Background: an optimization exercise with open tools, aiming at small area, a short achievable clock period and few clock cycles per item. Do not read the settings as production practice.

## run 1
==> flow/design.v (excerpt) <==
module segment_address_translation_core (
    input  logic                         i_clk,
    input  logic                         i_rst_n,
    input  logic                         i_cfg_valid,
    output logic                         o_cfg_ready,
    input  logic [sat_pkg::DATA_W-1:0]   i_cfg_data,
    input  logic                         i_valid,
    output logic                         o_ready,
    input  logic                         i_action,
    input  logic [sat_pkg::DATA_W-1:0]   i_logical_address,
    input  logic [sat_pkg::DATA_W-1:0]   i_byte_count,
    input  logic [sat_pkg::SLOT_W-1:0]   i_entry_slot,
    input  logic [sat_pkg::ID_W-1:0]     i_entry_id,
    input  logic [sat_pkg::DATA_W-1:0]   i_entry_base,
    input  logic [sat_pkg::DATA_W-1:0]   i_entry_size,
    input  logic                         i_entry_valid,
    output logic                         o_valid,
    input  logic                         i_ready,
    output logic [sat_pkg::DATA_W-1:0]   o_physical_address,
    output logic                         o_fault,
    output logic [sat_pkg::DATA_W-1:0]   o_segment_number,
    output logic [sat_pkg::DATA_W-1:0]   o_offset
);
    localparam logic [16:0] RP = sat_pkg::DIV_REGPOS;
    localparam logic [16:0] CP = sat_pkg::DIV_COPYPOS;
    logic        adv;
    logic        in_fire;
    logic        div_busy;
    logic [15:0] r_max_seg;
    logic [15:0] r_div;
    logic [16:1] r_hz;
    logic        r_dpend;
    logic        r_out_valid;
    logic [15:0] r_out_phys;
    logic        r_out_fault;
    logic        r_out_zero;
    logic [15:0] r_out_seg;
    logic [15:0] r_out_off;
    assign adv         = !r_out_valid || i_ready;
    assign o_ready     = adv && !r_dpend;
    assign o_cfg_ready = 1'b1;
  ...
Size in the first run: about 4100 cells after synthesis, ~1600 flip-flops, ~150 I/O pins, about 63000 µm² of cells after synthesis.
==> flow/config.mk <==
export PLATFORM = sky130hd
export DESIGN_NAME = segment_address_translation_core
export DESIGN_NICKNAME = segment_address_translation_core
export VERILOG_FILES = /design/flow/design.v
export SDC_FILE = /design/flow/constraint.sdc
export NUM_CORES = 4
export LEC_CHECK = 0
export CAP_MARGIN = 20
export CORE_MARGIN = 2
export CORE_UTILIZATION = 40
export SETUP_SLACK_MARGIN = 2.3
export SLEW_MARGIN = 20
==> flow/constraint.sdc <==
create_clock -name core_clock -period 5.0 [get_ports {i_clk}]
set_input_delay 1.0000 -clock core_clock [delete_from_list [all_inputs] [get_ports {i_clk}]]
set_output_delay 1.0000 -clock core_clock [all_outputs]
set_load 0.01 [all_outputs]
run.sh (not shown) runs the stock make flow with config.mk's settings and CLKGATE_MAP_FILE= SYNTH_SCRIPT=/design/flow/synth_recipe.tcl, a recipe that flattens the netlist after the stock synthesis.
Edits applied to the flow inputs when going from run 1 to run 2:
--- a/flow/design.v
+++ b/flow/design.v
@@ -212,13 +212,13 @@
     logic        m_v, m_ld;
     logic [15:0] m_q, m_r, m_c;
     logic [12:0] m_x;
     logic        m_hit;
     logic [15:0] m_sel;
     logic [15:0] m_t;
-    logic [16:0] m_sum, m_sum_keep, m_sum_sub;
+    logic [16:0] m_sum_keep, m_sum_sub;
     assign m_v  = nv[16];
     assign m_ld = nld[16];
     assign m_q  = nQ[16*16 +: 16];
     assign m_r  = nR[16*16 +: 16];
     assign m_c  = nC[16*16 +: 16];
     assign m_x  = m_q[15:3];
@@ -226,13 +226,12 @@
     logic [127:0] t_ids;
     logic [15:0]  t_base [16];
     logic [15:0]  t_size [16];
     assign m_t        = {nR[15*16 +: 15], nQ[15*16 + 15]};
     assign m_sum_keep = {1'b0, m_t} + {1'b0, m_c};
     assign m_sum_sub  = {1'b0, m_t} + r_cd15;
-    assign m_sum      = m_q[0] ? m_sum_sub : m_sum_keep;
     sat_match u_match (
         .i_key  (m_q),
         .i_live (t_live),
         .i_ids  (t_ids),
         .o_hit  (m_hit),
         .o_sel  (m_sel)
@@ -255,25 +254,26 @@
             t_size[t_slot]       <= m_c;
         end
     end
     logic        f_v, f_ld, f_hit;
     logic [15:0] f_sel;
     logic [15:0] f_q, f_r;
-    logic [16:0] f_sum;
+    logic [16:0] f_sum_keep, f_sum_sub;
     always_ff @(posedge i_clk) begin
         if (!i_rst_n)  f_v <= 1'b0;
         else if (adv)  f_v <= m_v;
     end
     always_ff @(posedge i_clk) begin
         if (adv) begin
             f_ld  <= m_ld;
             f_hit <= m_hit;
             f_sel <= m_sel;
             f_q   <= m_q;
             f_r   <= m_r;
-            f_sum <= m_sum;
+            f_sum_keep <= m_sum_keep;
+            f_sum_sub  <= m_sum_sub;
         end
     end
     logic [15:0] f_base, f_size, f_phys;
     logic        f_fault;
     always_comb begin
         f_base = '0;
@@ -281,13 +281,14 @@
         for (int i = 0; i < 16; i++) begin
             f_base = f_base | ({16{f_sel[i]}} & t_base[i]);
             f_size = f_size | ({16{f_sel[i]}} & t_size[i]);
         end
     end
     assign f_phys  = f_base + f_r;
-    assign f_fault = !f_hit || (f_sum > {1'b0, f_size});
+    assign f_fault = !f_hit || (f_q[0] ? (f_sum_sub  > {1'b0, f_size})
+                                       : (f_sum_keep > {1'b0, f_size}));
     always_ff @(posedge i_clk) begin
         if (!i_rst_n)  r_out_valid <= 1'b0;
         else if (adv)  r_out_valid <= f_v;
     end
     always_ff @(posedge i_clk) begin
         if (adv) begin
### Flow results
The flow did not stop early for run 2: all stages ran, and the layout cleared the timing, DRC and antenna checks.
Cell area reported after detailed placement (run 2 vs. run 1) increases slightly
In run 2, the cell row count came out 1 above the value in run 1.
Run 2 against run 1: global-route usage increased 1.4 points, length of routed met2 wiring increased 12%.
Summary of run 2 over run 1: die area climbed 2900 µm², share of the final layout cell area in sequential cells dropped 1.7 points.
Global-route wire length before repair was higher in run 2 than in run 1.
Looking at final area across run 2 and run 1, the one that comes out higher is run 2.
Per the comparison of run 2 with run 1, worst hold slack barely changed; number of clock buffers in the layout higher.
Cmp run 2 and run 1 / actual transition at the worst max-transition pin / lower: run 2
Run 2 supports a higher top clock frequency than run 1.
Function was not checked in any run of this note: the RTL went through the layout flow alone.

port drivers added, routing unchanged:
The results above use ideal ports. As a check the final layouts listed here were re-extracted and re-timed, cells and wires unchanged.
Step 1: set_driving_cell puts a clkbuf_16 on i_clk and a buf_2 on each other input, an assumption about the parent block.
Step 2 times the ports against the registers' clock, not the clock port: input delays grow and output delays shrink by t, the midpoint of the rising clock arrivals with the driver on.
Three values: ideal, step 1, step 2; two values: the first two.
| run | t, ns | slack for setup (ns) | worst register clock-pin slew, ns |
|---|---|---|---|
| run 1 | 0.834 | 0.405 / 0.405 / 0.405 | 0.07 / 0.07 |
| run 2 | 0.863 | 1.629 / 1.629 / 1.401 | 0.07 / 0.07 |
After both steps setup and hold are still met in every run listed. For run 2, which loses most, drivers alone change the setup slack by 0.000 ns; drivers and shift together by -0.228 ns.
